From an optimization exercise on the open Yosys and OpenROAD flow, aimed at small area, a short achievable clock period and few clock cycles per item; shortcuts taken in it are not production practice.
In this exercise RTL edits were held to simulation tests only and were not proved equivalent to the original.
No activity file was given, so power comes from the tool's default toggle rates.

<file path="flow/design.v">
package spca_pkg;
  localparam int SLOT_W = 4;
  localparam int IDX_W = 6;
  localparam int HANDLE_W = 10;
  localparam int CNT_W = 7;
  localparam int NSLOT_W = 5;
  localparam logic [NSLOT_W-1:0] NONE_SLOT = 5'd16;
  localparam logic CMD_ALLOC = 1'b0;
  localparam logic CMD_FREE = 1'b1;
  localparam logic STATUS_OK = 1'b0;
  localparam logic STATUS_FULL = 1'b1;
  localparam logic [0:0] REG_CHUNKS = 1'b0;
  localparam logic [0:0] REG_LEVEL = 1'b1;
  typedef struct packed {
    logic cmd;
    logic [HANDLE_W-1:0] handle;
  } in_item_t;
  typedef struct packed {
    logic status;
    logic [HANDLE_W-1:0] alloc_handle;
  } out_item_t;
endpackage
import spca_pkg::*;
module spca_link_mem (
  input  logic clk,
  input  logic rst_n,
  input  logic [15:0] wrow_a,                
  input  logic [15:0] wrow_b,                
  input  logic [spca_pkg::IDX_W-1:0] widx,   
  input  logic [spca_pkg::IDX_W-1:0] wdata,
  input  logic [15:0] rrow,                  
  input  logic [spca_pkg::IDX_W-1:0] ridx,   
  output logic [spca_pkg::IDX_W-1:0] rdata
);
  logic [IDX_W-1:0] mem [0:15][0:63];
  logic ph;
  logic [15:0] wa_r, wb_r;
  logic [IDX_W-1:0] wi_r, wd_r;
  always_ff @(posedge clk) begin
    if (!rst_n) begin
      ph <= 1'b0;
      wa_r <= '0;
      wb_r <= '0;
    end else begin
      ph <= ~ph;
      wa_r <= wrow_a;
      wb_r <= wrow_b;
    end
    wi_r <= widx;
    wd_r <= wdata;
  end
  logic [63:0] wcol;
  assign wcol = 64'd1 << wi_r;
  logic [IDX_W-1:0] cdat [0:63];
  always_comb
    for (int i = 0; i < 64; i++) cdat[i] = (wd_r ^ {IDX_W{ph}}) & {IDX_W{wcol[i]}};
  always_ff @(posedge clk) begin
    for (int k = 0; k < 16; k++)
      for (int i = 0; i < 64; i++)
        mem[k][i] <= ~((mem[k][i] & {IDX_W{~(wa_r[k] & wcol[i])}}) |
                       (cdat[i] & {IDX_W{wb_r[k]}}));
  end
  logic [15:0] row;
  logic [63:0] col;
  assign row = rrow;
  assign col = 64'd1 << ridx;
  logic [IDX_W-1:0] part [0:15];
  logic [IDX_W-1:0] rsel;
  always_comb begin
    rsel = '0;
    for (int k = 0; k < 16; k++) begin
      part[k] = '0;
      for (int i = 0; i < 64; i++)
        part[k] = part[k] | (mem[k][i] & {IDX_W{col[i]}});
      rsel = rsel | (part[k] & {IDX_W{row[k]}});
    end
  end
  assign rdata = (|(wa_r & rrow) && wi_r == ridx) ? wd_r : rsel ^ {IDX_W{ph}};
endmodule
import spca_pkg::*;
module slab_pool_chunk_allocator_unit (
  input  logic clk,
  input  logic rst_n,
  input  logic in_start,
  output logic in_busy,
  input  spca_pkg::in_item_t in_data,
  output logic out_strobe,
  output spca_pkg::out_item_t out_data,
  input  logic cfg_psel,
  input  logic cfg_penable,
  input  logic cfg_pwrite,
  input  logic [2:0] cfg_paddr,
  input  logic [31:0] cfg_pwdata,
  output logic [31:0] cfg_prdata,
  output logic cfg_pready
);
  localparam int NB = 16;
  logic [6:0] cpb_r;
  logic [5:0] lvl_r;
  logic [IDX_W-1:0] top_r [0:NB-1];
  logic [CNT_W-1:0] frd_r [0:NB-1];
  logic [CNT_W-1:0] unt_r [0:NB-1];
  logic [CNT_W-1:0] used_r [0:NB-1];
  logic [NSLOT_W-1:0] nxt_r [0:NB-1];
  logic [NSLOT_W-1:0] prv_r [0:NB-1];
  logic [NB-1:0] busy_r;
  logic [NSLOT_W-1:0] head_r, tail_r;
  logic [NSLOT_W-1:0] live_r;
  logic v_r;
  spca_pkg::in_item_t req_r;
  logic [CNT_W-1:0] eff, effm1, lvlp1;
  logic [NB-1:0] head_oh;
  logic [IDX_W-1:0] h_top;
  logic h_exh, h_aex, h_frz;
  logic [CNT_W-1:0] eff_c;
  always_comb begin
    if (cpb_r == 7'd0) eff_c = 7'd1;
    else if (cpb_r > 7'd64) eff_c = 7'd64;
    else eff_c = cpb_r;
  end
  assign in_busy = 1'b0;
  logic is_alloc, is_free;
  assign is_alloc = v_r && req_r.cmd == CMD_ALLOC;
  assign is_free = v_r && req_r.cmd == CMD_FREE;
  wire [SLOT_W-1:0] fs = req_r.handle[HANDLE_W-1:IDX_W];
  wire [IDX_W-1:0] fi = req_r.handle[IDX_W-1:0];
  wire [NSLOT_W-1:0] fs5 = {1'b0, fs};
  wire [SLOT_W-1:0] hs = head_r[SLOT_W-1:0];
  wire hnone = head_r[NSLOT_W-1];
  logic [NB-1:0] fs_oh;     
  function automatic logic [NB-1:0] dec(input logic [NSLOT_W-1:0] x);
    for (int k = 0; k < NB; k++) dec[k] = x == NSLOT_W'(k);
  endfunction
  function automatic logic exh(input logic [CNT_W-1:0] u, f, t, e);
    exh = u >= e || (f == '0 && t == '0);
  endfunction
  function automatic logic aex(input logic [CNT_W-1:0] u, f, t, e);
    aex = CNT_W'(u + 1'b1) >= e || (f == '0 ? t == 7'd1 : (f == 7'd1 && t == '0));
  endfunction
  logic [NB-1:0] exh_k;     
  logic [NB-1:0] aex_k;     
  logic [NB-1:0] frz_k;     
  logic [NB-1:0] ufree_k;   
  always_comb
    for (int k = 0; k < NB; k++) begin
      frz_k[k] = frd_r[k] == '0;
      exh_k[k] = exh(used_r[k], frd_r[k], unt_r[k], eff_c);
      aex_k[k] = aex(used_r[k], frd_r[k], unt_r[k], eff_c);
      ufree_k[k] = busy_r[k] && used_r[k] != '0;
    end
  logic [CNT_W-1:0] h_unt;
  logic [NSLOT_W-1:0] h_nxt;
  logic c0_exh, c0_aex, c0_frz;
  always_comb begin
    h_unt = '0; h_nxt = '0;
    c0_exh = 1'b0; c0_aex = 1'b0; c0_frz = 1'b0;
    for (int k = 0; k < NB; k++) begin
      h_unt |= {CNT_W{head_oh[k]}} & unt_r[k];
      h_nxt |= {NSLOT_W{head_oh[k]}} & nxt_r[k];
      c0_exh |= head_oh[k] & exh_k[k];
      c0_aex |= head_oh[k] & aex_k[k];
      c0_frz |= head_oh[k] & frz_k[k];
    end
  end
  logic [IDX_W-1:0] n_top;
  logic c3_exh, c3_aex, c3_frz;
  always_comb begin
    n_top = '0;
    c3_exh = 1'b0; c3_aex = 1'b0; c3_frz = 1'b0;
    for (int k = 0; k < NB; k++) begin
      n_top |= {IDX_W{h_nxt == NSLOT_W'(k)}} & top_r[k];
      c3_exh |= h_nxt == NSLOT_W'(k) && exh_k[k];
      c3_aex |= h_nxt == NSLOT_W'(k) && aex_k[k];
      c3_frz |= h_nxt == NSLOT_W'(k) && frz_k[k];
    end
  end
  logic f_ok;
  logic [IDX_W-1:0] f_top;
  logic [NSLOT_W-1:0] f_nxt, f_prv;
  always_comb begin
    f_ok = 1'b0;
    f_top = '0; f_nxt = '0; f_prv = '0;
    for (int k = 0; k < NB; k++) begin
      f_ok |= fs_oh[k] & ufree_k[k];
      f_top |= {IDX_W{fs_oh[k]}} & top_r[k];
      f_nxt |= {NSLOT_W{fs_oh[k]}} & nxt_r[k];
      f_prv |= {NSLOT_W{fs_oh[k]}} & prv_r[k];
    end
  end
  logic [NB-1:0] x_oh;
  logic [CNT_W-1:0] x_used, x_frd, x_unt;
  always_comb begin
    x_oh = req_r.cmd ? fs_oh : head_oh;
    x_used = '0; x_frd = '0; x_unt = '0;
    for (int k = 0; k < NB; k++) begin
      x_used |= {CNT_W{x_oh[k]}} & used_r[k];
      x_frd |= {CNT_W{x_oh[k]}} & frd_r[k];
      x_unt |= {CNT_W{x_oh[k]}} & unt_r[k];
    end
  end
  logic [NB-1:0] lf_oh;
  logic [SLOT_W-1:0] low_free;
  logic any_free;
  always_comb begin
    low_free = '0;
    lf_oh = '0;
    any_free = 1'b0;
    for (int i = NB-1; i >= 0; i--) begin
      if (!busy_r[i]) begin
        low_free = SLOT_W'(i);
        lf_oh = NB'(1) << i;
        any_free = 1'b1;
      end
    end
  end
  logic need_claim, claim, keep, fail, pop, mv, alloc_ok;
  logic [NB-1:0] s_oh;
  logic [SLOT_W-1:0] s;
  logic [NSLOT_W-1:0] s5, nh;
  assign need_claim = hnone || h_exh;
  assign fail = is_alloc && need_claim && !any_free;
  assign claim = is_alloc && need_claim && any_free;
  assign keep = is_alloc && !need_claim;           
  assign alloc_ok = claim || keep;
  assign pop = keep && !h_frz;
  assign s = need_claim ? low_free : hs;
  assign s5 = {1'b0, s};
  assign s_oh = need_claim ? lf_oh : head_oh;
  assign nh = need_claim ? head_r : h_nxt;
  assign mv = claim ? (eff == 7'd1 && NSLOT_W'(live_r + 1'b1) > 5'd1)
                    : (keep && h_aex && live_r > 5'd1);
  logic [IDX_W-1:0] lrd;
  logic [IDX_W-1:0] a_idx;
  assign a_idx = claim ? effm1[IDX_W-1:0] : (!h_frz ? h_top : IDX_W'(h_unt - 1'b1));
  logic dofree, fmove, fz, ftail;
  assign dofree = is_free && f_ok;
  assign fz = x_used == 7'd1;                       
  assign fmove = dofree && fs5 != head_r && (fz || x_used == lvlp1);
  assign ftail = fs5 == tail_r;
  logic [NB-1:0] lwrow;
  logic [NB-1:0] wa_k, wf_k, we_used, we_frd, we_unt, we_top;
  assign lwrow = {NB{is_free}} & fs_oh & ufree_k;
  spca_link_mem u_link (.clk(clk), .rst_n(rst_n), .wrow_a(lwrow), .wrow_b(wf_k),
                        .widx(fi), .wdata(f_top),
                        .rrow(head_oh), .ridx(h_top), .rdata(lrd));
  logic [CNT_W-1:0] used_n, frd_n, unt_n;
  logic [IDX_W-1:0] top_n;
  assign used_n = req_r.cmd ? x_used - 1'b1 : (need_claim ? 7'd1 : x_used + 1'b1);
  assign frd_n = req_r.cmd ? x_frd + 1'b1 : (need_claim ? 7'd0 : x_frd - 1'b1);
  assign unt_n = need_claim ? effm1 : h_unt - 1'b1;
  assign top_n = req_r.cmd ? fi : lrd;
  assign wa_k = s_oh & {NB{alloc_ok}};
  assign wf_k = fs_oh & {NB{dofree}};
  assign we_used = wa_k | wf_k;
  assign we_frd = (wa_k & {NB{claim || !h_frz}}) | wf_k;
  assign we_unt = wa_k & {NB{claim || h_frz}};
  assign we_top = (wa_k & {NB{pop}}) | wf_k;
  logic [NB-1:0] pa_en, pb_en, pc_en, na_en, nb_en;
  logic [NSLOT_W-1:0] pa_d, pb_d, pc_d, na_d, nb_d;
  logic fmh;                                        
  assign fmh = fmove && !fz;
  always_comb begin
    pa_en = {NB{fmh}} & head_oh;
    pa_d = fs5;
    pb_en = is_alloc ? s_oh & {NB{claim || mv}} : fs_oh & {NB{fmh}};
    pb_d = (is_alloc && mv) ? tail_r : NONE_SLOT;
    if (is_alloc) begin
      pc_en = dec(nh) & {NB{mv || (claim && live_r != '0)}};
      pc_d = mv ? NONE_SLOT : s5;
    end else begin
      pc_en = dec(f_nxt) & {NB{fmove && !ftail}};
      pc_d = f_prv;
    end
    na_en = is_alloc ? s_oh & {NB{claim || mv}} : fs_oh & {NB{fmh}};
    na_d = (is_alloc && mv) ? NONE_SLOT : head_r;
    if (is_alloc) begin
      nb_en = dec(tail_r) & {NB{mv}};
      nb_d = s5;
    end else begin
      nb_en = dec(f_prv) & {NB{fmove}};
      nb_d = f_nxt;
    end
  end
  logic [NSLOT_W-1:0] head_n, tail_n, live_n;
  logic [NB-1:0] head_n_oh;
  logic [IDX_W-1:0] h_top_n;
  logic h_exh_n, h_aex_n, h_frz_n;
  logic [CNT_W-1:0] c1_used, c1_frd, c1_unt;
  assign c1_used = used_n;
  assign c1_frd = req_r.cmd ? frd_n : (h_frz ? x_frd : frd_n);
  assign c1_unt = req_r.cmd ? x_unt : (h_frz ? unt_n : x_unt);
  always_comb begin
    head_n = head_r; tail_n = tail_r; live_n = live_r;
    if (claim) begin
      live_n = live_r + 1'b1;
      if (mv) tail_n = s5;
      else begin
        head_n = s5;
        if (live_r == '0) tail_n = s5;
      end
    end else if (keep && mv) begin
      head_n = nh;
      tail_n = s5;
    end
    if (fmove) begin
      if (ftail) tail_n = f_prv;
      if (fz) begin
        if (live_r != '0) live_n = live_r - 1'b1;
      end else begin
        head_n = fs5;
      end
    end
    head_n_oh = dec(head_n);
    if (claim && !mv) begin                   
      h_exh_n = exh(7'd1, 7'd0, effm1, eff);
      h_aex_n = aex(7'd1, 7'd0, effm1, eff);
      h_frz_n = 1'b1;
    end else if (keep && mv) begin            
      h_exh_n = c3_exh; h_aex_n = c3_aex; h_frz_n = c3_frz;
    end else if (keep || (dofree && (fs5 == head_r || fmh))) begin
      h_exh_n = exh(c1_used, c1_frd, c1_unt, eff);    
      h_aex_n = aex(c1_used, c1_frd, c1_unt, eff);
      h_frz_n = c1_frd == '0;
    end else begin                            
      h_exh_n = c0_exh; h_aex_n = c0_aex; h_frz_n = c0_frz;
    end
    if (dofree && (fs5 == head_r || fmh)) h_top_n = fi;
    else if (keep && mv) h_top_n = n_top;
    else if (pop) h_top_n = lrd;
    else h_top_n = h_top;
  end
  always_ff @(posedge clk) begin
    if (!rst_n) begin
      cpb_r <= 7'd64;
      lvl_r <= 6'd47;
      eff <= 7'd64;
      effm1 <= 7'd63;
      lvlp1 <= 7'd48;
      busy_r <= '0;
      head_r <= NONE_SLOT;
      head_oh <= '0;
      h_exh <= 1'b0;
      h_aex <= 1'b0;
      h_frz <= 1'b0;
      tail_r <= NONE_SLOT;
      live_r <= '0;
      v_r <= 1'b0;
      out_strobe <= 1'b0;
      for (int i = 0; i < NB; i++) begin
        frd_r[i] <= '0;
        unt_r[i] <= '0;
        used_r[i] <= '0;
      end
    end else begin
      out_strobe <= v_r;
      eff <= eff_c;
      effm1 <= eff_c - 1'b1;
      lvlp1 <= {1'b0, lvl_r} + 1'b1;
      if (cfg_psel && cfg_penable && cfg_pwrite) begin
        if (cfg_paddr[2] == REG_CHUNKS) cpb_r <= cfg_pwdata[6:0];
        else lvl_r <= cfg_pwdata[5:0];
      end
      v_r <= in_start;
      if (in_start) begin
        req_r <= in_data;
        for (int k = 0; k < NB; k++)
          fs_oh[k] <= in_data.handle[HANDLE_W-1:IDX_W] == SLOT_W'(k);
      end
      for (int k = 0; k < NB; k++) begin
        if (we_used[k]) used_r[k] <= used_n;
        if (we_frd[k]) frd_r[k] <= frd_n;
        if (we_unt[k]) unt_r[k] <= unt_n;
        if (claim && s_oh[k]) busy_r[k] <= 1'b1;
        if (fmove && fz && fs_oh[k]) busy_r[k] <= 1'b0;
      end
      head_r <= head_n;
      head_oh <= head_n_oh;
      tail_r <= tail_n;
      live_r <= live_n;
      h_top <= h_top_n;
      h_exh <= h_exh_n;
      h_aex <= h_aex_n;
      h_frz <= h_frz_n;
      if (v_r) begin
        if (is_alloc) out_data <= fail ? {STATUS_FULL, 10'd0} : {STATUS_OK, s, a_idx};
        else out_data <= '0;
      end
    end
  end
  always_ff @(posedge clk)
    if (rst_n) for (int k = 0; k < NB; k++) begin
      if (we_top[k]) top_r[k] <= top_n;
      if (pa_en[k]) prv_r[k] <= pa_d;
      else if (pb_en[k]) prv_r[k] <= pb_d;
      else if (pc_en[k]) prv_r[k] <= pc_d;
      if (na_en[k]) nxt_r[k] <= na_d;
      else if (nb_en[k]) nxt_r[k] <= nb_d;
    end
  assign cfg_pready = 1'b1;
  assign cfg_prdata = (cfg_paddr[2] == REG_CHUNKS) ? {25'd0, cpb_r} : {26'd0, lvl_r};
endmodule
</file>
<file path="flow/flow/run.sh">
#!/bin/bash
# Own layout flow: the standard flow, unchanged (standard synthesis included),
# except that timing repair aims at a setup slack well above zero, so that the
# layout reaches a clock period near the input-to-output floor rather than
# stopping at the 12 ns the constraint asks for. Constraints are the standard flow's.
set -euo pipefail
bash standard.sh synth > synth.log 2>&1
bash standard.sh finish SETUP_SLACK_MARGIN=6.6 > layout.log 2>&1
</file>
<file path="flow/standard.sh">
#!/bin/bash
# synth_recipe.tcl (not shown) runs the flow's synth.tcl, then flattens the netlist and writes it again
# the make line also repeats each setting of config.mk as NAME=value (left out here)
make -C /OpenROAD-flow-scripts/flow DESIGN_CONFIG=/design/flow/config.mk WORK_HOME=/design/flow/orfs CLKGATE_MAP_FILE= SYNTH_SCRIPT=/design/flow/synth_recipe.tcl "${@:-finish}"
</file>
<file path="flow/config.mk">
export PLATFORM = sky130hd
export DESIGN_NAME = slab_pool_chunk_allocator_unit
export DESIGN_NICKNAME = slab_pool_chunk_allocator_unit
export VERILOG_FILES = /design/flow/design.v
export SDC_FILE = /design/flow/constraint.sdc
export NUM_CORES = 8
export LEC_CHECK = 0
export CAP_MARGIN = 20
export CORE_MARGIN = 2
export CORE_UTILIZATION = 45
export CTS_BUF_LIST = sky130_fd_sc_hd__clkbuf_16
export CTS_CLUSTER_DIAMETER = 100
export CTS_CLUSTER_SIZE = 24
export SLEW_MARGIN = 20
export SYNTH_MEMORY_MAX_BITS = 8192
</file>
<file path="flow/constraint.sdc">
create_clock -name core_clock -period 12.0 [get_ports {clk}]
set_input_delay 2.4000 -clock core_clock [delete_from_list [all_inputs] [get_ports {clk}]]
set_output_delay 2.4000 -clock core_clock [all_outputs]
set_load 0.01 [all_outputs]
</file>
==> out/summary.txt, run 1 <==
==================================================================================
Hold bufs inserted after CTS ........................................            0
Vias in the first global route ......................................       225000
Register bit count reported by yosys ................................         6911
Number of distinct library cells after synthesis ....................          100
Number of warning messages in the yosys log .........................           11
Number of buffers added on ports ....................................           43
Worst vdd rail ir drop ..............................................     0.120 mV
Number of vias per cell .............................................         7.97
Result of the run ...................................................  no timing/DRC/antenna violations
Area of the core ....................................................   576000 um2
Width of the die ....................................................       764 um
Clock skew after layout .............................................    0.0872 ns
CTS tree ............................................................         done
Final Power .........................................................      37.6 mW
Final-stage net count ...............................................        24600
Slew @ Worst Pin ....................................................      1.39 ns
Maximum clock insertion buffer count ................................            4
Total of endpoints with negative setup slack in the final report ....            0
Initial standard-cell utilization of the core .......................        45.1%
Clock-pin slew on the worst setup and hold paths ....................      0.10 ns
Layout Area Growth over Synthesis ...................................        9.37%
Most common flop cell mapped by yosys ...............................      dfxtp_1
Number of hold violations in the final report .......................            0
Total standard cell area after synthesis ............................   260000 um2
Worst-path cell with the longest stage delay ........................      nand4_1
Detailed-route via count ............................................       258000
Relative slew margins ...............................................        7.33%
Final slew viol count ...............................................            0
Wirelength, routed ..................................................   1470000 um
Fraction of layout instances using a drive strength above 1 .........        9.09%
Crit path DAT .......................................................      6.93 ns
Met1 GRT Util .......................................................        58.8%
Leakage .............................................................       136 nW
Period utilization ..................................................        49.9%
Number of antenna violations at the first check in global routing ...          162
Gate Count Post-Synth ...............................................        25400
DP HPWL .............................................................    895000 um
Maximum number of pins on one net before global-route repair ........           97
Async S/R FF share, synth ...........................................           0%
Kind of path behind the tightest hold check .........................   reg -> reg
Minimum clock period ................................................      5.99 ns
Number of violations of the max-capacitance limit ...................            0
Share of Yosys cell area claimed by the top area cell type ..........        50.9%
Start-to-end type of the worst setup path ...........................   reg -> reg
Global Route met2 Usage .............................................        62.5%
Total power density per cell area ...................................   132 nW/um2
Largest fanout on the critical path .................................           67
List of cells traversed by the critical path ........................ buf_4 > nor2b_4 > buf_12 > and2_4 > buf_12 > a22oi_1 > nand4_1 > nor3_1 > nand4_1 > a22oi_1 > nand3_1 > or3_4 > xnor2_4 > o21ai_4 > buf_2
Kind of start point of the critical path ............................         flop
DP Worst Slack ......................................................      4.35 ns
Worst hold slack across all endpoints ...............................     0.436 ns
Maximum clock frequency .............................................      167 MHz
Number of CTS-inserted buffers ......................................          331
Portion of the post-synthesis area used by sequential elements ......        54.4%
Mean Syn Cell Area ..................................................     10.2 um2
Remaining number of nets flagged by the antenna check after routing .            0
Ports ...............................................................           98
Post-detailed-route DRC marker count ................................            0
# clock sinks .......................................................         6911
Number of enable-type register cells in the synthesized netlist .....          300
Floorplan die height ................................................       764 um
Cell taking the most area after synthesis ...........................      dfxtp_1
Initial DRC Count ...................................................        58500
Layout filler cell count ............................................        52900
Global routing's busiest layer ......................................         met2
Area enclosed by the die boundary ...................................   584000 um2
Met3 Use GR .........................................................        21.3%
Number of rows in the core area .....................................          279
Placer Congestion ...................................................         1.02
GRT overflow ........................................................            0
Clock Latency Late Sink .............................................      1.15 ns
CTS root buffer .....................................................    clkbuf_16
Sum of negative setup slack .........................................         0 ns
Clock H-tree levels .................................................            5
Crit end category ...................................................         flop
Ranking of synthesized cells by area ................................ dfxtp_1, a22oi_1, edfxtp_1, clkbuf_1, nand2_1
Final cell utilization of the core ..................................        49.3%
Global-route wire length before repair ..............................   1930000 um
Overall routing resource usage ......................................        47.0%
Length of the first detailed-routing pass in iterations .............           13
Max incr delay on CP ................................................      0.81 ns
DR WL/cell ..........................................................      45.3 um
Final worst slack ...................................................      6.01 ns
Setup repair after global routing missed its margin .................         true
Worst Path Required .................................................     12.94 ns
==================================================================================
==> area by class of cell <==
cell class	count	area [um2]	area share [%]
Timing Repair Buffer	1148	11400	4.02
Tap cell	7727	9670	3.40
Inverter	97	372	0.131
Sequential cell	6911	141000	49.8
Clock buffer	338	8460	2.98
Antenna cell	245	613	0.216
Multi-Input combinational cell	15800	112000	39.3
Clock inverter	62	628	0.221
==> flip-flops by register name, summed over array words and instances, names as in the netlist, 80 cells and up <==
| signal | flops |
|---|---|
| unt_r | 112 |
| frd_r | 112 |
| prv_r | 80 |
| used_r | 112 |
| u_link.mem | 6144 |
| nxt_r | 80 |
| top_r | 96 |
==> critical path: cells and delay by family, from the launching register on <==
kind / cells / cell delay [ns]
xor gates and xnor gates: 1 / 0.17
DFF: 1 / 0.42
and+or+nand+nor: 7 / 2.38
buffers and inverters: 4 / 0.86
AOI/OAI and AO/OA: 3 / 1.43
==> Yosys cell counts, types with 12 or more instances <==
cell	count
ha_1	283
o2111ai_1	12
nor3_4	12
mux2i_1	73
and2_1	165
nand3b_1	15
a221o_1	74
clkbuf_1	1874
inv_1	94
a22oi_1	9148
a2111oi_0	73
or3_1	18
nand2_1	1835
xor2_1	58
or4_1	43
nor3b_1	15
buf_2	71
nand3_1	326
buf_1	664
a22o_1	203
mux2_2	17
o2bb2ai_2	15
o41a_1	18
buf_4	43
o21ai_0	260
and3_1	242
a221oi_1	186
xnor2_1	102
a31oi_1	51
a211oi_1	338
edfxtp_1	300
a21o_1	20
and4_1	27
nor2_1	740
nor2b_1	32
nor3_1	244
a21oi_1	151
nor4_1	209
nand2b_1	51
nand4_1	456
dfxtp_1	6611
==> final timing paths <==
path,from,to,slack (ns),cells past startpoint
max,h_top[1]$_DFFE_PP_,top_r[1][5]$_DFFE_PP_,6.01,15
min,u_link.mem[630][1]$_DFF_P_,u_link.mem[630][1]$_DFF_P_,0.44,1
max reg2reg,h_top[1]$_DFFE_PP_,top_r[1][5]$_DFFE_PP_,6.01,15
min reg2reg,u_link.mem[630][1]$_DFF_P_,u_link.mem[630][1]$_DFF_P_,0.44,1
==> cells by family after synthesis <==
kind of cell               count (synthesis)  synth area share [%]
buffers and inverters                   2756                  4.10
AOI/OAI and AO/OA                      10700                  30.9
adders and majority gates                283                  1.36
muxes                                     98                 0.400
and+or+nand+nor                         4519                  8.32
DFF                                     6911                  54.4
xor gates and xnor gates                 160                 0.539
other                                      2               0.00289
==> power by group <==
group | switching (mW) | internal (mW) | leakage (nW) | total (mW)
registers | 0.0644 | 23.1 | 58.2 | 23.2
logic | 0.906 | 0.293 | 73.7 | 1.20
clock network | 8.06 | 5.17 | 4.55 | 13.2
total | 9.03 | 28.6 | 136 | 37.6
==> stage by stage <==
stage	area [um2]	instances
CTS	281000	32000
global placement	268000	31400
floorplan	260000	25400
finish	284000	32300
detailed placement	268000	31400
global route	284000	32200
==> cell usage in the layout (no fill, tap or decap), types with 282 or more instances in the layout <==
cell	n
a22oi_1	9074
dfxtp_1	6585
nand2_1	1825
buf_4	848
nor2_1	657
nand4_1	456
clkbuf_16	351
a211oi_1	335
nand3_1	320
edfxtp_1	300
ha_1	282
==> layer usage <==
| metal | part of all wire, % | up-vias |
|---|---|---|
| li1 | - | 97000 |
| met1 | 35 | 126000 |
| met5 | 0.12 | - |
| met3 | 17 | 6743 |
| met2 | 38 | 27500 |
| met4 | 9.2 | 94 |
==> repair_timing <==
item,in CTS,in global routing
setup endpoints to repair,464,150
pin swaps,72,91
gates resized for setup,356,294
setup buffers,146,98
cloned,28,20
endpoints found under the hold margin,0,0
Testbench counts, summed over its fixed seeds: cycles 12,016, items 12,000.
==> inputs of run 2 (changes only) <==
--- a/flow/design.v
+++ b/flow/design.v
@@ -31,4 +31,5 @@
   input  logic [15:0] rrow,                  
   input  logic [spca_pkg::IDX_W-1:0] ridx,   
+  input  logic [63:0] rcol,                  
   output logic [spca_pkg::IDX_W-1:0] rdata
 );
@@ -64,5 +65,5 @@
   logic [63:0] col;
   assign row = rrow;
-  assign col = 64'd1 << ridx;
+  assign col = rcol;
   logic [IDX_W-1:0] part [0:15];
   logic [IDX_W-1:0] rsel;
@@ -112,4 +113,5 @@
   logic [NB-1:0] head_oh;
   logic [IDX_W-1:0] h_top;
+  logic [63:0] h_col;       
   logic h_exh, h_aex, h_frz;
   logic [CNT_W-1:0] eff_c;
@@ -243,5 +245,5 @@
   spca_link_mem u_link (.clk(clk), .rst_n(rst_n), .wrow_a(lwrow), .wrow_b(wf_k),
                         .widx(fi), .wdata(f_top),
-                        .rrow(head_oh), .ridx(h_top), .rdata(lrd));
+                        .rrow(head_oh), .ridx(h_top), .rcol(h_col), .rdata(lrd));
   logic [CNT_W-1:0] used_n, frd_n, unt_n;
   logic [IDX_W-1:0] top_n;
@@ -388,4 +390,5 @@
     end
   end
+  always_ff @(posedge clk) h_col <= 64'd1 << h_top_n;
   always_ff @(posedge clk)
     if (rst_n) for (int k = 0; k < NB; k++) begin
==> out/summary.txt, run 2 <==
==================================================================================
Result of the run ...................................................  no timing/DRC/antenna violations
M1 WL ...............................................................    499000 um   -3.6%
Sequential Power Share ..............................................        59.2%   -2.5 points
Ranking of synthesized cells by area ................................ dfxtp_1, a22oi_1, a221oi_1, a22o_1, edfxtp_1
Worst flop-to-flop path startpoint .................................. h_col[18]$_SDFF_PP0_
Clock-pin slew on the worst setup and hold paths ....................      0.11 ns   about the same
Post-detailed-route DRC marker count ................................            0   unchanged
Total of endpoints with negative setup slack in the final report ....            0   unchanged
Fraction of layout instances using a drive strength above 1 .........        8.35%   -0.73 points
Share of Yosys cell area claimed by the top area cell type ..........        51.3%   +0.35 points
Placer Congestion ...................................................         1.01   -1.3%
Number of vias per cell .............................................         7.99   +0.27%
DP Worst Slack ......................................................      5.16 ns   +0.807 ns
Global-route wire length before repair ..............................   1890000 um   -1.8%
Final slew viol count ...............................................            0   unchanged
Slew @ Worst Pin ....................................................      1.35 ns   -0.0395 ns
Initial standard-cell utilization of the core .......................        45.2%   +0.068 points
Switching Fraction ..................................................        25.9%   +1.9 points
DP HPWL .............................................................    890000 um   -0.59%
Maximum clock frequency .............................................      173 MHz   +3.4%
Final-stage net count ...............................................        23600   -4.1%
GRT overflow ........................................................            0   unchanged
Number of rows in the core area .....................................          279   unchanged
Worst Path Required .................................................     12.95 ns   about the same
Met2 wire len .......................................................    556000 um   -0.98%
CTS tree ............................................................         done
Most common flop cell mapped by yosys ...............................      dfxtp_1
Largest fanout on the critical path .................................           46   -31%
Layout filler cell count ............................................        52900   -0.026%
Source of the critical timing path .................................. h_col[18]$_SDFF_PP0_
Start-to-end type of the worst setup path ...........................   reg -> reg
Number of buffers added on ports ....................................           43   unchanged
Top routing layer in use ............................................         met5
CTS root buffer .....................................................    clkbuf_16
Hold bufs inserted after CTS ........................................            0   unchanged
Async S/R FF share, synth ...........................................           0%   unchanged
Leakage .............................................................       134 nW   -1.9%
Minimum clock period ................................................      5.79 ns   -0.199 ns
Most common library cell in the layout ignoring fill and taps .......      a22oi_1
Cell-internal power .................................................      29.4 mW   +2.7%
Area enclosed by the die boundary ...................................   585000 um2   +0.27%
Largest register by flop count ......................................   u_link.mem
Portion of the post-synthesis area used by sequential elements ......        54.7%   +0.34 points
Footprint of the flip-flops and latches .............................   143000 um2   +1.1%
Final worst slack ...................................................      6.21 ns   +0.199 ns
Relative slew margins ...............................................        9.72%   +2.4 points
Gate Count Post-Synth ...............................................        24600   -3.1%
Sw power ............................................................      10.3 mW   +14%
Remaining number of nets flagged by the antenna check after routing .            0   unchanged
# clock sinks .......................................................         6975   +0.93%
Number of distinct library cells after synthesis ....................           96   -4.0%
Number of enable-type register cells in the synthesized netlist .....          300   unchanged
Number of warning messages in the yosys log .........................           11   unchanged
Kind of path behind the tightest hold check .........................   reg -> reg
Worst-path cell with the longest stage delay ........................      a22oi_2
List of cells traversed by the critical path ........................ buf_12 > buf_8 > a22o_1 > a221oi_1 > nand4_1 > or4_4 > a22oi_2 > nand4_1 > buf_4 > nor3_2 > o21ai_1 > a211oi_4 > o211ai_2 > nor3b_4
Layout Area Growth over Synthesis ...................................        7.82%
Cell taking the most area after synthesis ...........................      dfxtp_1
Top cells by count, synth ........................................... a22oi_1, dfxtp_1, clkbuf_1
Total power density per cell area ...................................   141 nW/um2   +6.6%
Ports ...............................................................           98   unchanged
Most frequent cell after synthesis ..................................      a22oi_1
Clock power frac ....................................................        33.7%   -1.5 points
Crit path DAT .......................................................      6.74 ns   -0.19 ns
Wirelength, routed ..................................................   1430000 um   -2.7%
Crit end category ...................................................         flop
Maximum number of pins on one net before global-route repair ........          107   +10%
Number of CTS-inserted buffers ......................................          335   +1.2%
Initial DRC Count ...................................................        54000   -7.6%
Mean Syn Cell Area ..................................................     10.6 um2   +3.5%
Overall routing resource usage ......................................        45.9%   -1.1 points
Commonest non-fill, non-tap cells in the layout ..................... a22oi_1, dfxtp_1, a22o_1, a221oi_1, nand2_1
DR WL/cell ..........................................................      45.6 um   +0.72%
Largest register FFs ................................................         6144   unchanged
Worst vdd rail ir drop ..............................................     0.124 mV   +3.5%
Area of the core ....................................................   577000 um2   +0.12%
Worst R2R Path Depth ................................................           14   -1
Met3 wirelength from detailed routing ...............................    235000 um   -6.0%
Total standard cell area after synthesis ............................   261000 um2   +0.27%
Max incr delay on CP ................................................      0.63 ns   -0.18 ns
Maximum clock insertion buffer count ................................            4   unchanged
Hold Path Stages ....................................................            1   unchanged
Register bit count reported by yosys ................................         6975   +0.93%
Sum of negative setup slack .........................................         0 ns   unchanged
Slack of the worst reg-to-reg path ..................................      6.21 ns   +0.20 ns
Startpoint of the tightest hold check path .......................... u_link.mem[138][0]$_DFF_P_
Vias in the first global route ......................................       224000   -0.61%
Floorplan die height ................................................       765 um   +0.14%
Length of the first detailed-routing pass in iterations .............           10   -3
Number of antenna violations at the first check in global routing ...          121   -25%
Comb power frac .....................................................         7.1%   +3.9 points
Number of hold violations in the final report .......................            0   unchanged
Setup repair after global routing missed its margin .................         true
Worst Hold End ...................................................... u_link.mem[138][0]$_DFF_P_
Kind of start point of the critical path ............................         flop
Clock Latency Late Sink .............................................      1.12 ns   -0.03 ns
Detailed-route via count ............................................       249000   -3.1%
Clock skew after layout .............................................     0.103 ns   +0.0156 ns
Width of the die ....................................................       765 um   +0.14%
Number of violations of the max-capacitance limit ...................            0   unchanged
Period utilization ..................................................        48.3%   -1.7 points
Clock H-tree levels .................................................            5   unchanged
Cell type with the highest occurrence count on the critical path ....      nand4_1
Worst r2r dst ....................................................... h_col[29]$_SDFF_PP0_
Multi-input combinational cell area .................................   110000 um2   -1.7%
==================================================================================
run 2: critical path, delay by kind of cell, from the launching register on:
kind                   cells  cell delay (ns)
flip-flops                 1             0.50
buffers and inverters      3             0.88
AND/OR/NAND/NOR            5             1.88
AO/OA/AOI/OAI              6             2.14
run 2: layer usage:
metal,global-route usage (%),vias up
met5,0.471,-
met3,19.2,6578
li1,-,94700
met4,35.2,66
met2,62.5,25400
met1,57.1,123000
run 2: cell type report:
| class | count | area share, % |
|---|---|---|
| flip-flops and latches | 6975 | 50.9 |
| multi-input cells | 14900 | 39.1 |
| well taps | 7727 | 3.44 |
| repair buffers | 954 | 3.10 |
| clock buffers | 345 | 3.07 |
| clock inverters | 58 | 0.194 |
| diodes | 150 | 0.134 |
| inverters | 90 | 0.129 |
| repair inverters | 1 | 0.00267 |
run 2: power groups by stage:
stage	Combinational, mW	Sequential (mW)	Clock (mW)
floorplan	1.16	23.9	0
global placement	2.44	24.0	0
detailed placement	2.44	24.0	0
CTS	2.51	23.4	13.1
global route	2.72	23.5	13.9
finish	2.81	23.5	13.4
run 2: worst max path at each step:
stage | cells past startpoint | slack, ns | end
finish | 14 | 6.21 | h_col[29]$_SDFF_PP0_
floorplan | 2 | 6.65 | cfg_prdata[0]
CTS | 15 | 6.46 | h_col[29]$_SDFF_PP0_
global placement | 14 | 5.09 | h_col[29]$_SDFF_PP0_
detailed placement | 12 | 5.16 | h_col[29]$_SDFF_PP0_
global route | 15 | 6.49 | h_col[29]$_SDFF_PP0_
run 2: repair_timing:
| item | in CTS | in global routing |
|---|---|---|
| pin swaps | 24 | 25 |
| endpoints found under the setup margin | 476 | 216 |
| buffers inserted | 31 | 37 |
| gates resized for setup | 175 | 145 |
| gates cloned | 1 | 4 |
run 2: metrics by stage:
| stage | std cells | hold slack, ns | utilization (%) | power, mW | instance area, um2 |
|---|---|---|---|---|---|
| after floorplan | 24700 | 0.370 | - | 25.1 | 261000 |
| after CTS | 31000 | 0.445 | 48.4 | 39.1 | 279000 |
| after detailed placement | 30600 | 0.431 | 46.6 | 26.4 | 269000 |
| final | 31200 | 0.442 | 48.7 | 39.6 | 281000 |
| after global placement | 30600 | 0.427 | 46.6 | 26.4 | 269000 |
| after global routing | 31100 | 0.453 | 48.6 | 40.1 | 281000 |
run 2: cell families after synthesis:
logic type | count (synthesis) | share of synthesized area (%)
other | 2 | 0.00288
XOR/XNOR | 159 | 0.534
adder cells (fa/ha/maj) | 283 | 1.36
multiplexers | 237 | 0.958
AO/OA/AOI/OAI | 10800 | 32.1
flip-flops | 6975 | 54.7
buffers and inverters | 2756 | 4.07
AND/OR/NAND/NOR | 3447 | 6.28
Testbench counts of run 2, summed over its fixed seeds: cycles 12,016, items 12,000.
==> inputs of run 3 (changes only) <==
--- a/flow/flow/run.sh
+++ b/flow/flow/run.sh
@@ -6,3 +6,3 @@
 set -euo pipefail
 bash standard.sh synth > synth.log 2>&1
-bash standard.sh finish SETUP_SLACK_MARGIN=6.6 > layout.log 2>&1
+bash standard.sh finish SETUP_SLACK_MARGIN=7.2 > layout.log 2>&1
==> out/summary.txt, run 3 <==
==================================================================================
Result of the run ...................................................  no timing/DRC/antenna violations
Width of the die ....................................................       765 um   unchanged
Kind of start point of the critical path ............................    input pin
Layout Area Growth over Synthesis ...................................        10.9%
Start-to-end type of the worst setup path ...........................    in -> out
Multiplexer share of the synthesized area ...........................       0.958%   unchanged
Final-stage net count ...............................................        23900   +1.4%
Worst vdd rail ir drop ..............................................     0.134 mV   +8.1%
Post-detailed-route DRC marker count ................................            0   unchanged
Leakage .............................................................       137 nW   +2.5%
Number of distinct library cells after synthesis ....................           96   unchanged
Floorplan die height ................................................       765 um   unchanged
Clock Latency Late Sink .............................................      1.15 ns   +0.03 ns
Number of antenna violations at the first check in global routing ...          109   -9.9%
Setup repair after global routing missed its margin .................         true
Hold bufs inserted after CTS ........................................            0   unchanged
DP Worst Slack ......................................................      4.85 ns   -0.303 ns
Number of vias per cell .............................................         7.96   -0.33%
Most common library cell in the layout ignoring fill and taps .......      a22oi_1
Ranking of synthesized cells by area ................................ dfxtp_1, a22oi_1, a221oi_1, a22o_1, edfxtp_1
DR WL/cell ..........................................................      46.0 um   +0.70%
Most common flop cell mapped by yosys ...............................      dfxtp_1
Number of hold violations in the final report .......................            0   unchanged
Minimum clock period ................................................      5.34 ns   -0.450 ns
Area of the core ....................................................   577000 um2   unchanged
Total power density per cell area ...................................   138 nW/um2   -2.0%
Maximum clock frequency .............................................      187 MHz   +8.4%
Portion of the post-synthesis area used by sequential elements ......        54.7%   unchanged
Worst-path cell with the longest stage delay ........................       mux2_4
Clock-pin slew on the worst setup and hold paths ....................      0.10 ns   about the same
Share of the synthesized netlist area taken by xor and xnor gates ...       0.534%   unchanged
Number of violations of the max-capacitance limit ...................            0   unchanged
Fraction of layout instances using a drive strength above 1 .........        11.0%   +2.6 points
Gate Count Post-Synth ...............................................        24600   unchanged
Number of enable-type register cells in the synthesized netlist .....          300   unchanged
Total standard cell area after synthesis ............................   261000 um2   unchanged
Top cells by count, synth ........................................... a22oi_1, dfxtp_1, clkbuf_1
Vias in the first global route ......................................       225000   +0.51%
Commonest non-fill, non-tap cells in the layout ..................... a22oi_1, dfxtp_1, a22o_1, nand2_1, a221oi_1
Area enclosed by the die boundary ...................................   585000 um2   unchanged
Mean Syn Cell Area ..................................................     10.6 um2   unchanged
Kind of path behind the tightest hold check .........................   reg -> reg
CTS root buffer .....................................................    clkbuf_16
Final cell utilization of the core ..................................        50.1%   +1.4 points
Register bit count reported by yosys ................................         6975   unchanged
Worst hold slack across all endpoints ...............................     0.442 ns   +0.000689 ns
Worst Path Required .................................................      9.60 ns   -3.35 ns
Clock skew after layout .............................................    0.0970 ns   -0.00574 ns
Number of warning messages in the yosys log .........................           11   unchanged
Largest register FFs ................................................         6144   unchanged
Overall routing resource usage ......................................        46.1%   +0.21 points
Final worst slack ...................................................      6.66 ns   +0.450 ns
Adder and majority cell fraction of the synthesized area ............        1.36%   unchanged
Wirelength, routed ..................................................   1450000 um   +1.8%
Crit end category ...................................................   output pin
Crit path DAT .......................................................      2.94 ns   -3.80 ns
Relative slew margins ...............................................        14.7%   +5.0 points
Final Power .........................................................      40.0 mW   +0.87%
Buffers and inverters on the worst path .............................            2   -1
Number of buffers added on ports ....................................           43   unchanged
Async S/R FF share, synth ...........................................           0%   unchanged
Detailed-route via count ............................................       251000   +0.77%
Initial standard-cell utilization of the core .......................        45.2%   unchanged
Fraction of the mapped netlist area in compound gates ...............        32.1%   unchanged
DP HPWL .............................................................    882000 um   -0.85%
GRT overflow ........................................................            0   unchanged
Most frequent cell after synthesis ..................................      a22oi_1
Period utilization ..................................................        44.5%   -3.7 points
Remaining number of nets flagged by the antenna check after routing .            0   unchanged
Placer Congestion ...................................................        0.998   -0.79%
Layout filler cell count ............................................        52000   -1.7%
Total of endpoints with negative setup slack in the final report ....            0   unchanged
CTS tree ............................................................         done
Family with the most delay on the worst path ........................ multiplexers
Number of rows in the core area .....................................          279   unchanged
Number of CTS-inserted buffers ......................................          335   unchanged
Clock H-tree levels .................................................            5   unchanged
Maximum clock insertion buffer count ................................            4   unchanged
Largest fanout on the critical path .................................            5   -89%
List of cells traversed by the critical path ........................ buf_12 > mux2_4 > buf_6
Share of Yosys cell area claimed by the top area cell type ..........        51.3%   unchanged
Max incr delay on CP ................................................      0.30 ns   -0.33 ns
Global-route wire length before repair ..............................   1900000 um   +0.52%
Area share of and/or/nand/nor cells after synthesis .................        6.28%   unchanged
Largest register by flop count ......................................   u_link.mem
# clock sinks .......................................................         6975   unchanged
Initial DRC Count ...................................................        53300   -1.3%
Ports ...............................................................           98   unchanged
Cell taking the most area after synthesis ...........................      dfxtp_1
Sum of negative setup slack .........................................         0 ns   unchanged
Final slew viol count ...............................................            0   unchanged
Length of the first detailed-routing pass in iterations .............           10   unchanged
Combinational family with the most area after synthesis ............. compound AO/OA/AOI/OAI gates
Maximum number of pins on one net before global-route repair ........          177   +65%
Slew @ Worst Pin ....................................................      1.28 ns   -0.0695 ns
==================================================================================
-- run 3: worst register-to-register path: stages, from the launching register on --
cell	delay, ns
dfxtp_4	0.44
buf_16	0.20
buf_8	0.55
a221oi_4	0.30
nand4_1	0.43
or4_4	0.74
a22oi_2	0.71
nand4_1	0.22
buf_6	0.20
o21a_1	0.20
o21a_1	0.21
o311a_4	0.47
buf_6	0.16
o211ai_4	0.26
nor3b_2	0.08
-- run 3: worst paths after layout --
check / start / endpoint / slack (ns) / depth (start not counted)
setup / recovery: cfg_paddr[2] / cfg_prdata[2] / 6.66 / 3
hold / removal: u_link.mem[442][0]$_DFF_P_ / u_link.mem[442][0]$_DFF_P_ / 0.44 / 1
setup reg to reg: h_col[63]$_SDFF_PN0_ / h_col[49]$_SDFF_PN0_ / 6.67 / 14
hold reg to reg: u_link.mem[442][0]$_DFF_P_ / u_link.mem[442][0]$_DFF_P_ / 0.44 / 1
-- run 3: cell families after synthesis --
family / after synthesis
flip-flops: 6975
other: 2
XOR/XNOR: 159
AND/OR/NAND/NOR: 3447
buffers and inverters: 2756
multiplexers: 237
AO/OA/AOI/OAI: 10800
adder cells (fa/ha/maj): 283
-- run 3: what timing repair did --
action / 4_1_cts / 5_1_grt
setup endpoints to repair: 691 / 543
pin swaps: 96 / 169
gates resized for setup: 715 / 459
gates cloned: 19 / 33
setup buffers: 145 / 208
-- run 3: per-stage QoR --
step                      std cells  instance area, um2
after CTS                     31200              284000
after detailed placement      30600              269000
after global placement        30600              269000
final                         31600              289000
after floorplan               24700              261000
after global routing          31400              289000
-- run 3: where the power goes --
| group | internal [mW] | leakage [nW] | switching (mW) |
|---|---|---|---|
| clock | 5.25 | 4.63 | 8.17 |
| combinational | 0.924 | 73.9 | 2.21 |
| sequential | 23.3 | 58.8 | 0.0849 |
-- run 3: routing by layer --
metal / up-vias / routed length (um) / part of all wire (%) / track usage [%]
met1: 123000 / 497000 / 34 / 56.2
met3: 7006 / 232000 / 16 / 17.8
met4: 62 / 155000 / 11 / 39.2
met5: - / 1030 / 0.071 / 0.414
li1: 95400 / - / - / -
met2: 25800 / 567000 / 39 / 63.4
-- run 3: final cells by class --
type                    count  area (um2)  share of cell area [%]
diodes                    169         423                   0.146
inverters                  90         373                   0.129
well taps                7727        9670                    3.34
multi-input cells       14900      112000                    38.9
repair buffers           1274       14000                    4.84
repair inverters            1        11.3                 0.00390
clock buffers             342        8560                    2.96
clock inverters            64         687                   0.238
flip-flops and latches   6975      143000                    49.4
==> inputs of run 4 (changes only) <==
--- a/flow/design.v
+++ b/flow/design.v
@@ -31,5 +31,4 @@
   input  logic [15:0] rrow,                  
   input  logic [spca_pkg::IDX_W-1:0] ridx,   
-  input  logic [63:0] rcol,                  
   output logic [spca_pkg::IDX_W-1:0] rdata
 );
@@ -65,5 +64,5 @@
   logic [63:0] col;
   assign row = rrow;
-  assign col = rcol;
+  assign col = 64'd1 << ridx;
   logic [IDX_W-1:0] part [0:15];
   logic [IDX_W-1:0] rsel;
@@ -113,5 +112,4 @@
   logic [NB-1:0] head_oh;
   logic [IDX_W-1:0] h_top;
-  logic [63:0] h_col;       
   logic h_exh, h_aex, h_frz;
   logic [CNT_W-1:0] eff_c;
@@ -245,5 +243,5 @@
   spca_link_mem u_link (.clk(clk), .rst_n(rst_n), .wrow_a(lwrow), .wrow_b(wf_k),
                         .widx(fi), .wdata(f_top),
-                        .rrow(head_oh), .ridx(h_top), .rcol(h_col), .rdata(lrd));
+                        .rrow(head_oh), .ridx(h_top), .rdata(lrd));
   logic [CNT_W-1:0] used_n, frd_n, unt_n;
   logic [IDX_W-1:0] top_n;
@@ -390,5 +388,4 @@
     end
   end
-  always_ff @(posedge clk) h_col <= 64'd1 << h_top_n;
   always_ff @(posedge clk)
     if (rst_n) for (int k = 0; k < NB; k++) begin
==> flow/run.sh (new file) <==
#!/bin/bash
# synth_recipe.tcl (not shown) runs the flow's synth.tcl, then flattens the netlist and writes it again
# the make line also repeats each setting of config.mk as NAME=value (left out here)
make -C /OpenROAD-flow-scripts/flow DESIGN_CONFIG=/design/flow/config.mk WORK_HOME=/design/flow/orfs CLKGATE_MAP_FILE= SYNTH_SCRIPT=/design/flow/synth_recipe.tcl finish
--- a/flow/config.mk
+++ b/flow/config.mk
@@ -12,4 +12,5 @@
 export CTS_CLUSTER_DIAMETER = 100
 export CTS_CLUSTER_SIZE = 24
+export SETUP_SLACK_MARGIN = 5
 export SLEW_MARGIN = 20
 export SYNTH_MEMORY_MAX_BITS = 8192
removed: flow/flow/run.sh
removed: flow/standard.sh
==> out/summary.txt, run 4 <==
==================================================================================
Multiplexer share of the synthesized area ...........................       0.400%   -0.56 points
Startpoint of the tightest hold check path .......................... u_link.mem[824][4]$_DFF_P_
Ranking of synthesized cells by area ................................ dfxtp_1, a22oi_1, edfxtp_1, clkbuf_1, nand2_1
Worst R2R Path Depth ................................................           17   +3
Number of warning messages in the yosys log .........................           11   unchanged
Worst Hold End ...................................................... u_link.mem[824][4]$_DFF_P_
Sum of negative setup slack .........................................         0 ns   unchanged
Total standard cell area after synthesis ............................   260000 um2   -0.27%
Length of the first detailed-routing pass in iterations .............           11   +1
Most common flop cell mapped by yosys ...............................      dfxtp_1
# clock sinks .......................................................         6911   -0.92%
DP HPWL .............................................................    895000 um   +1.4%
Ports ...............................................................           98   unchanged
Number of vias per cell .............................................         7.86   -1.3%
Slack of the worst reg-to-reg path ..................................      4.49 ns   -2.18 ns
Combinational family with the most area after synthesis ............. compound AO/OA/AOI/OAI gates
Global-route wire length before repair ..............................   1900000 um   -0.14%
Number of violations of the max-capacitance limit ...................            0   unchanged
Detailed-route via count ............................................       251000   -0.041%
Top cells by count, synth ........................................... a22oi_1, dfxtp_1, clkbuf_1
Non-Filler Cell Area, Final .........................................   278000 um2   -3.8%
Maximum number of pins on one net before global-route repair ........          142   -20%
Share of Yosys cell area claimed by the top area cell type ..........        50.9%   -0.35 points
Number of antenna violations at the first check in global routing ...          145   +33%
Number of enable-type register cells in the synthesized netlist .....          300   unchanged
Fraction of the mapped netlist area in compound gates ...............        30.9%   -1.2 points
Overall routing resource usage ......................................        46.1%   about the same
Largest fanout on the critical path .................................           42   +37
DR WL/cell ..........................................................      44.6 um   -3.1%
Hold Path Stages ....................................................            1   unchanged
Crit end category ...................................................         flop
Clock-pin slew on the worst setup and hold paths ....................      0.11 ns   about the same
Number of hold violations in the final report .......................            0   unchanged
Fraction of layout instances using a drive strength above 1 .........        6.91%   -4.1 points
Worst r2r dst ....................................................... top_r[14][3]$_DFFE_PP_
Adder and majority cell fraction of the synthesized area ............        1.36%   +0.0037 points
Portion of the post-synthesis area used by sequential elements ......        54.4%   -0.34 points
Clock Latency Late Sink .............................................      1.13 ns   -0.02 ns
Relative slew margins ...............................................        6.07%   -8.6 points
Share of the synthesized netlist area taken by xor and xnor gates ...       0.539%   +0.0048 points
Post-detailed-route DRC marker count ................................            0   unchanged
Gate Count Post-Synth ...............................................        25400   +3.2%
Number of distinct library cells after synthesis ....................          100   +4.2%
Final cell count without fillers ....................................        32000   +1.2%
Cell taking the most area after synthesis ...........................      dfxtp_1
Period utilization ..................................................        62.6%   +18 points
Remaining number of nets flagged by the antenna check after routing .            0   unchanged
Leakage .............................................................       134 nW   -2.5%
Crit path DAT .......................................................      8.34 ns   +5.40 ns
Final slew viol count ...............................................            0   unchanged
Initial DRC Count ...................................................        55200   +3.5%
Start-to-end type of the worst setup path ...........................   reg -> reg
Layout filler cell count ............................................        53400   +2.6%
Async S/R FF share, synth ...........................................           0%   unchanged
Most frequent cell after synthesis ..................................      a22oi_1
Largest register FFs ................................................         6144   unchanged
Number of placed instances with taps included .......................        31400   +2.6%
CTS root buffer .....................................................    clkbuf_16
Worst Path Required .................................................     12.83 ns   +3.23 ns
Clock skew after layout .............................................    0.0810 ns   -0.0160 ns
Footprint of the flip-flops and latches .............................   141000 um2   -1.1%
Number of rows in the core area .....................................          279   unchanged
Vias in the first global route ......................................       224000   -0.40%
Placement-stage cell area ...........................................   268000 um2   -0.16%
Maximum clock frequency .............................................      133 MHz   -29%
Kind of start point of the critical path ............................         flop
Area enclosed by the die boundary ...................................   584000 um2   -0.27%
Worst flop-to-flop path startpoint .................................. h_top[4]$_DFFE_PP_
Slew @ Worst Pin ....................................................      1.39 ns   +0.115 ns
Maximum clock insertion buffer count ................................            4   unchanged
Kind of path behind the tightest hold check .........................   reg -> reg
Result of the run ...................................................  no timing/DRC/antenna violations
Source of the critical timing path .................................. h_top[4]$_DFFE_PP_
Most common library cell in the layout ignoring fill and taps .......      a22oi_1
Wirelength, routed ..................................................   1420000 um   -1.9%
Clock H-tree levels .................................................            5   unchanged
CTS tree ............................................................         done
Register bit count reported by yosys ................................         6911   -0.92%
Initial standard-cell utilization of the core .......................        45.1%   -0.068 points
Number of buffers added on ports ....................................           43   unchanged
Mean Syn Cell Area ..................................................     10.2 um2   -3.4%
Area of the core ....................................................   576000 um2   -0.12%
Floorplan die height ................................................       764 um   -0.14%
GRT overflow ........................................................            0   unchanged
Multi-input combinational cell area .................................   109000 um2   -2.7%
Final-stage net count ...............................................        24300   +1.6%
Area share of and/or/nand/nor cells after synthesis .................        8.32%   +2.0 points
Total power density per cell area ...................................   135 nW/um2   -2.4%
Total of endpoints with negative setup slack in the final report ....            0   unchanged
Worst vdd rail ir drop ..............................................     0.132 mV   -1.7%
Largest register by flop count ......................................   u_link.mem
Number of CTS-inserted buffers ......................................          331   -1.2%
Commonest non-fill, non-tap cells in the layout ..................... a22oi_1, dfxtp_1, nand2_1, buf_4, nor2_1
Width of the die ....................................................       764 um   -0.14%
Setup repair after global routing missed its margin .................        false
Layout Area Growth over Synthesis ...................................        7.03%
Placer Congestion ...................................................         1.02   +2.5%
Minimum clock period ................................................      7.51 ns   +2.17 ns
==================================================================================
## run 4: changes by cell type after synthesis, sizes merged, moves of 70 or more
cell,previous run,this run
a22oi,6899,9151
a221oi,1406,186
a22o,1383,203
nand2,1345,1835
and3,69,243
nor3,113,263
nor4,76,210
a21oi,242,151
clkbuf,1963,1874
mux2i,161,73
buf,703,785
a2111oi,3,75
a221o,4,74
## run 4: worst max path at each step
stage	end	slack (ns)	cells past startpoint
3_5_place_dp	top_r[12][3]$_DFFE_PP_	4.52	17
4_1_cts	top_r[6][3]$_DFFE_PP_	5.00	17
2_1_floorplan	cfg_prdata[0]	6.52	2
5_1_grt	top_r[14][4]$_DFFE_PP_	5.02	15
3_3_place_gp	top_r[10][3]$_DFFE_PP_	4.46	17
6_report	top_r[14][3]$_DFFE_PP_	4.49	17
## run 4: power by group
part | internal, mW | total, mW | switching, mW
Combinational | 0.247 | 1.12 | 0.873
Clock | 5.23 | 13.2 | 8.00
Sequential | 23.1 | 23.2 | 0.0594
## run 4: final cells by class
type	instances	share of cell area, %
flip-flops and latches	6911	50.8
clock inverters	53	0.204
diodes	177	0.159
inverters	97	0.134
well taps	7727	3.48
repair buffers	873	2.77
multi-input cells	15800	39.3
clock buffers	343	3.09
## run 4: per-stage QoR
stage | hold WS, ns | total power [mW] | worst slack (ns) | util [%]
global route | 0.442 | 38.1 | 5.02 | 48.2
detailed placement | 0.422 | 24.8 | 4.52 | 46.6
floorplan | 0.370 | 24.2 | 6.52 | -
CTS | 0.437 | 37.3 | 5.00 | 48.2
finish | 0.435 | 37.5 | 4.49 | 48.3
global placement | 0.419 | 24.8 | 4.46 | 46.6
## run 4: routing by layer
layer	up-vias	share of wire [%]	GRT usage (%)	wire length, um
li1	96300	-	-	-
met1	123000	35	58.2	505000
met2	25600	39	62.5	552000
met3	6450	16	19.0	234000
met4	98	9.3	34.3	132000
met5	-	0.069	0.279	982
## run 4: worst max-delay path, cell delays in order (launching register included)
cell	delay, ns
edfxtp_1	0.60
buf_4	0.29
nor4b_4	0.83
buf_4	0.41
and2_4	0.52
buf_12	0.51
buf_4	0.74
a22oi_1	0.32
nand4_1	0.23
nor4_1	0.07
a21oi_1	1.08
nor4_4	0.22
buf_4	0.23
nand4_1	0.28
nor2_1	0.23
xor2_1	0.26
o21ai_0	0.13
buf_4	0.21
## run 4: kinds of logic (layout without fill, tap and decap cells)
group,after synthesis,after routing
buf+inv,2756,1366
mux,98,98
fa+ha+maj,283,283
xor+xnor,160,160
other cells,2,204
simple gates,4519,4519
flops,6911,6911
compound gates,10700,10700
## run 4: what timing repair did
item | in CTS | in global routing
hold buffers | 0 | 0
resized for setup | 5 | 10
pin swaps | 0 | 1
buffers inserted | 0 | 0
endpoints found under the hold margin | 0 | 0
endpoints found under the setup margin | 52 | 66
Testbench counts of run 4, summed over its fixed seeds: cycles 12,016, items 12,000.
==> inputs of run 5 (changes only) <==
--- a/flow/design.v
+++ b/flow/design.v
@@ -31,4 +31,5 @@
   input  logic [15:0] rrow,                  
   input  logic [spca_pkg::IDX_W-1:0] ridx,   
+  input  logic [63:0] rcol,                  
   output logic [spca_pkg::IDX_W-1:0] rdata
 );
@@ -64,5 +65,5 @@
   logic [63:0] col;
   assign row = rrow;
-  assign col = 64'd1 << ridx;
+  assign col = rcol;
   logic [IDX_W-1:0] part [0:15];
   logic [IDX_W-1:0] rsel;
@@ -99,4 +100,7 @@
   logic [5:0] lvl_r;
   logic [IDX_W-1:0] top_r [0:NB-1];
+  logic wb_v;
+  logic [NB-1:0] wb_oh;
+  logic [IDX_W-1:0] wb_val;
   logic [CNT_W-1:0] frd_r [0:NB-1];
   logic [CNT_W-1:0] unt_r [0:NB-1];
@@ -112,4 +116,5 @@
   logic [NB-1:0] head_oh;
   logic [IDX_W-1:0] h_top;
+  logic [63:0] h_col;       
   logic h_exh, h_aex, h_frz;
   logic [CNT_W-1:0] eff_c;
@@ -163,4 +168,7 @@
     end
   end
+  logic [IDX_W-1:0] e_top [0:NB-1];
+  always_comb
+    for (int k = 0; k < NB; k++) e_top[k] = (wb_v && wb_oh[k]) ? wb_val : top_r[k];
   logic [IDX_W-1:0] n_top;
   logic c3_exh, c3_aex, c3_frz;
@@ -169,5 +177,5 @@
     c3_exh = 1'b0; c3_aex = 1'b0; c3_frz = 1'b0;
     for (int k = 0; k < NB; k++) begin
-      n_top |= {IDX_W{h_nxt == NSLOT_W'(k)}} & top_r[k];
+      n_top |= {IDX_W{h_nxt == NSLOT_W'(k)}} & e_top[k];
       c3_exh |= h_nxt == NSLOT_W'(k) && exh_k[k];
       c3_aex |= h_nxt == NSLOT_W'(k) && aex_k[k];
@@ -180,8 +188,8 @@
   always_comb begin
     f_ok = 1'b0;
-    f_top = '0; f_nxt = '0; f_prv = '0;
+    f_top = {IDX_W{|(fs_oh & head_oh)}} & h_top; f_nxt = '0; f_prv = '0;
     for (int k = 0; k < NB; k++) begin
       f_ok |= fs_oh[k] & ufree_k[k];
-      f_top |= {IDX_W{fs_oh[k]}} & top_r[k];
+      f_top |= {IDX_W{fs_oh[k] & !head_oh[k]}} & e_top[k];
       f_nxt |= {NSLOT_W{fs_oh[k]}} & nxt_r[k];
       f_prv |= {NSLOT_W{fs_oh[k]}} & prv_r[k];
@@ -243,5 +251,5 @@
   spca_link_mem u_link (.clk(clk), .rst_n(rst_n), .wrow_a(lwrow), .wrow_b(wf_k),
                         .widx(fi), .wdata(f_top),
-                        .rrow(head_oh), .ridx(h_top), .rdata(lrd));
+                        .rrow(head_oh), .ridx(h_top), .rcol(h_col), .rdata(lrd));
   logic [CNT_W-1:0] used_n, frd_n, unt_n;
   logic [IDX_W-1:0] top_n;
@@ -249,5 +257,5 @@
   assign frd_n = req_r.cmd ? x_frd + 1'b1 : (need_claim ? 7'd0 : x_frd - 1'b1);
   assign unt_n = need_claim ? effm1 : h_unt - 1'b1;
-  assign top_n = req_r.cmd ? fi : lrd;
+  assign top_n = fi;
   assign wa_k = s_oh & {NB{alloc_ok}};
   assign wf_k = fs_oh & {NB{dofree}};
@@ -255,5 +263,5 @@
   assign we_frd = (wa_k & {NB{claim || !h_frz}}) | wf_k;
   assign we_unt = wa_k & {NB{claim || h_frz}};
-  assign we_top = (wa_k & {NB{pop}}) | wf_k;
+  assign we_top = wf_k;
   logic [NB-1:0] pa_en, pb_en, pc_en, na_en, nb_en;
   logic [NSLOT_W-1:0] pa_d, pb_d, pc_d, na_d, nb_d;
@@ -340,4 +348,5 @@
       head_r <= NONE_SLOT;
       head_oh <= '0;
+      wb_v <= 1'b0;
       h_exh <= 1'b0;
       h_aex <= 1'b0;
@@ -379,4 +388,7 @@
       live_r <= live_n;
       h_top <= h_top_n;
+      wb_v <= (claim && !mv) || (keep && mv) || fmh;
+      wb_oh <= head_oh;
+      wb_val <= (mv && pop) ? lrd : h_top;
       h_exh <= h_exh_n;
       h_aex <= h_aex_n;
@@ -388,7 +400,9 @@
     end
   end
+  always_ff @(posedge clk) h_col <= 64'd1 << h_top_n;
   always_ff @(posedge clk)
     if (rst_n) for (int k = 0; k < NB; k++) begin
       if (we_top[k]) top_r[k] <= top_n;
+      else if (wb_v && wb_oh[k]) top_r[k] <= wb_val;
       if (pa_en[k]) prv_r[k] <= pa_d;
       else if (pb_en[k]) prv_r[k] <= pb_d;
==> flow/flow/run.sh (new file) <==
#!/bin/bash
# Own layout flow: the standard flow, unchanged (standard synthesis included),
# except that timing repair aims at a setup slack well above zero, so that the
# layout reaches a clock period near the input-to-output floor rather than
# stopping at the 12 ns the constraint asks for. Constraints are the standard flow's.
set -euo pipefail
bash standard.sh synth > synth.log 2>&1
bash standard.sh finish SETUP_SLACK_MARGIN=6.6 > layout.log 2>&1
==> flow/standard.sh (new file) <==
#!/bin/bash
# synth_recipe.tcl (not shown) runs the flow's synth.tcl, then flattens the netlist and writes it again
# the make line also repeats each setting of config.mk as NAME=value (left out here)
make -C /OpenROAD-flow-scripts/flow DESIGN_CONFIG=/design/flow/config.mk WORK_HOME=/design/flow/orfs CLKGATE_MAP_FILE= SYNTH_SCRIPT=/design/flow/synth_recipe.tcl "${@:-finish}"
--- a/flow/config.mk
+++ b/flow/config.mk
@@ -12,5 +12,4 @@
 export CTS_CLUSTER_DIAMETER = 100
 export CTS_CLUSTER_SIZE = 24
-export SETUP_SLACK_MARGIN = 5
 export SLEW_MARGIN = 20
 export SYNTH_MEMORY_MAX_BITS = 8192
removed: flow/run.sh
==> out/summary.txt, run 5 <==
==================================================================================
Number of violations of the max-capacitance limit ...................            0   unchanged
Placer Congestion ...................................................         1.00   -1.9%
Most common flop cell mapped by yosys ...............................      dfxtp_1
Comb power frac .....................................................         6.9%   +3.9 points
Layout Area Growth over Synthesis ...................................        7.51%
Total power density per cell area ...................................   140 nW/um2   +4.0%
Portion of the post-synthesis area used by sequential elements ......        54.4%   about the same
Maximum number of pins on one net before global-route repair ........          126   -11%
Sequential Power Share ..............................................        59.3%   -2.5 points
Result of the run ...................................................  no timing/DRC/antenna violations
Maximum clock insertion buffer count ................................            4   unchanged
Crit path DAT .......................................................      6.80 ns   -1.54 ns
Most common library cell in the layout ignoring fill and taps .......      a22oi_1
Start-to-end type of the worst setup path ...........................   reg -> reg
Async S/R FF share, synth ...........................................           0%   unchanged
Final worst slack ...................................................      6.13 ns   +1.64 ns
Mean Syn Cell Area ..................................................     10.5 um2   +3.1%
GRT overflow ........................................................            0   unchanged
Number of warning messages in the yosys log .........................           12   +1
Detailed-route via count ............................................       250000   -0.49%
Floorplan die height ................................................       769 um   +0.67%
Number of antenna violations at the first check in global routing ...          111   -23%
Setup repair after global routing missed its margin .................         true
Maximum clock frequency .............................................      170 MHz   +28%
Relative slew margins ...............................................        15.1%   +9.0 points
Number of vias per cell .............................................         7.92   +0.73%
Sw power ............................................................      10.3 mW   +15%
Global-route wire length before repair ..............................   1900000 um   about the same
Sum of negative setup slack .........................................         0 ns   unchanged
Remaining number of nets flagged by the antenna check after routing .            0   unchanged
Cell taking the most area after synthesis ...........................      dfxtp_1
Layout filler cell count ............................................        53800   +0.76%
Crit end category ...................................................         flop
Final slew viol count ...............................................            0   unchanged
Total of endpoints with negative setup slack in the final report ....            0   unchanged
Number of buffers added on ports ....................................           43   unchanged
CTS tree ............................................................         done
Clock power frac ....................................................        33.8%   -1.4 points
Worst vdd rail ir drop ..............................................     0.137 mV   +3.9%
DP Worst Slack ......................................................      5.12 ns   +0.600 ns
Period utilization ..................................................        48.9%   -14 points
Final-stage net count ...............................................        23900   -1.6%
CTS root buffer .....................................................    clkbuf_16
Clock Latency Late Sink .............................................      1.13 ns   about the same
Width of the die ....................................................       769 um   +0.67%
Largest fanout on the critical path .................................           37   -12%
Worst-path cell with the longest stage delay ........................        or4_4
Largest register FFs ................................................         6144   unchanged
Worst Path Required .................................................     12.92 ns   +0.09 ns
==================================================================================
-- run 5: changes by cell type after synthesis, moves of 124 or more --
cell / previous run / this run
nor3_1: 244 / 102
nand2_1: 1835 / 1343
a21oi_1: 151 / 289
nor4_1: 209 / 82
buf_2: 71 / 255
a22o_1: 203 / 1368
mux2i_1: 73 / 197
and3_1: 242 / 47
a22oi_1: 9148 / 6877
a221oi_1: 186 / 1388
-- run 5: repair_timing --
item,CTS,global route
gates resized for setup,202,119
setup endpoints to repair,308,148
gates cloned,1,0
setup buffers,22,58
pin swaps,32,35
-- run 5: critical path: cells and delay by family, from the launching register on --
kind / cells / cell delay, ns
flops: 1 / 0.47
mux: 1 / 0.36
compound gates: 4 / 1.68
simple gates: 6 / 1.93
buf+inv: 4 / 0.86
-- run 5: layer usage --
metal | global-route usage (%) | routed length (um) | vias up
li1 | - | - | 95900
met2 | 62.6 | 563000 | 24700
met3 | 16.9 | 224000 | 6058
met5 | 0.317 | 1230 | -
met4 | 33.9 | 131000 | 73
met1 | 57.2 | 507000 | 123000
-- run 5: final timing paths --
kind | startpoint | to | slack (ns) | depth (start not counted)
worst max register to register | h_col[51]$_SDFF_PN0_ | h_col[62]$_SDFF_PN0_ | 6.13 | 15
worst min-delay path | u_link.mem[26][3]$_DFF_P_ | u_link.mem[26][3]$_DFF_P_ | 0.44 | 1
worst min register to register | u_link.mem[26][3]$_DFF_P_ | u_link.mem[26][3]$_DFF_P_ | 0.44 | 1
worst max-delay path | h_col[51]$_SDFF_PN0_ | h_col[62]$_SDFF_PN0_ | 6.13 | 15
-- run 5: power by group through the flow --
stage          Combinational [mW]  Clock [mW]  Sequential [mW]
2_1_floorplan                1.20           0             24.0
3_3_place_gp                 2.41           0             24.1
3_5_place_dp                 2.41           0             24.1
4_1_cts                      2.49        13.2             23.6
5_1_grt                      2.68        14.0             23.6
6_report                     2.75        13.4             23.6
-- run 5: final cells by class --
class / count / area [um2] / share of cell area [%]
repair buffers: 937 / 8500 / 3.00
diodes: 126 / 315 / 0.111
inverters: 113 / 432 / 0.152
clock buffers: 346 / 8660 / 3.06
clock inverters: 66 / 589 / 0.208
well taps: 7782 / 9740 / 3.44
flip-flops and latches: 6998 / 144000 / 50.7
multi-input cells: 15200 / 111000 / 39.3
-- run 5: kinds of logic after synthesis --
group	share of synthesized area, %
AO/OA/AOI/OAI	31.9
adder cells (fa/ha/maj)	1.34
other	0.00285
flip-flops	54.4
AND/OR/NAND/NOR	6.44
buffers and inverters	4.21
XOR/XNOR	0.539
multiplexers	1.16
-- run 5: metrics by stage --
stage	util (%)	cells	power [mW]
2_1_floorplan	-	25000	25.2
3_5_place_dp	46.4	31000	26.5
4_1_cts	48.2	31400	39.3
3_3_place_gp	46.4	31000	26.5
5_1_grt	48.4	31500	40.3
6_report	48.5	31600	39.8
Testbench counts of run 5, summed over its fixed seeds: cycles 12,016, items 12,000.

Setup slack of run 5, layout unchanged: 6.128 ns with ideal ports, 6.128 ns with driving cells assumed (clock clkbuf_16, inputs buf_2), 6.128 ns with port delays also shifted by the 1.223 ns mid clock arrival.
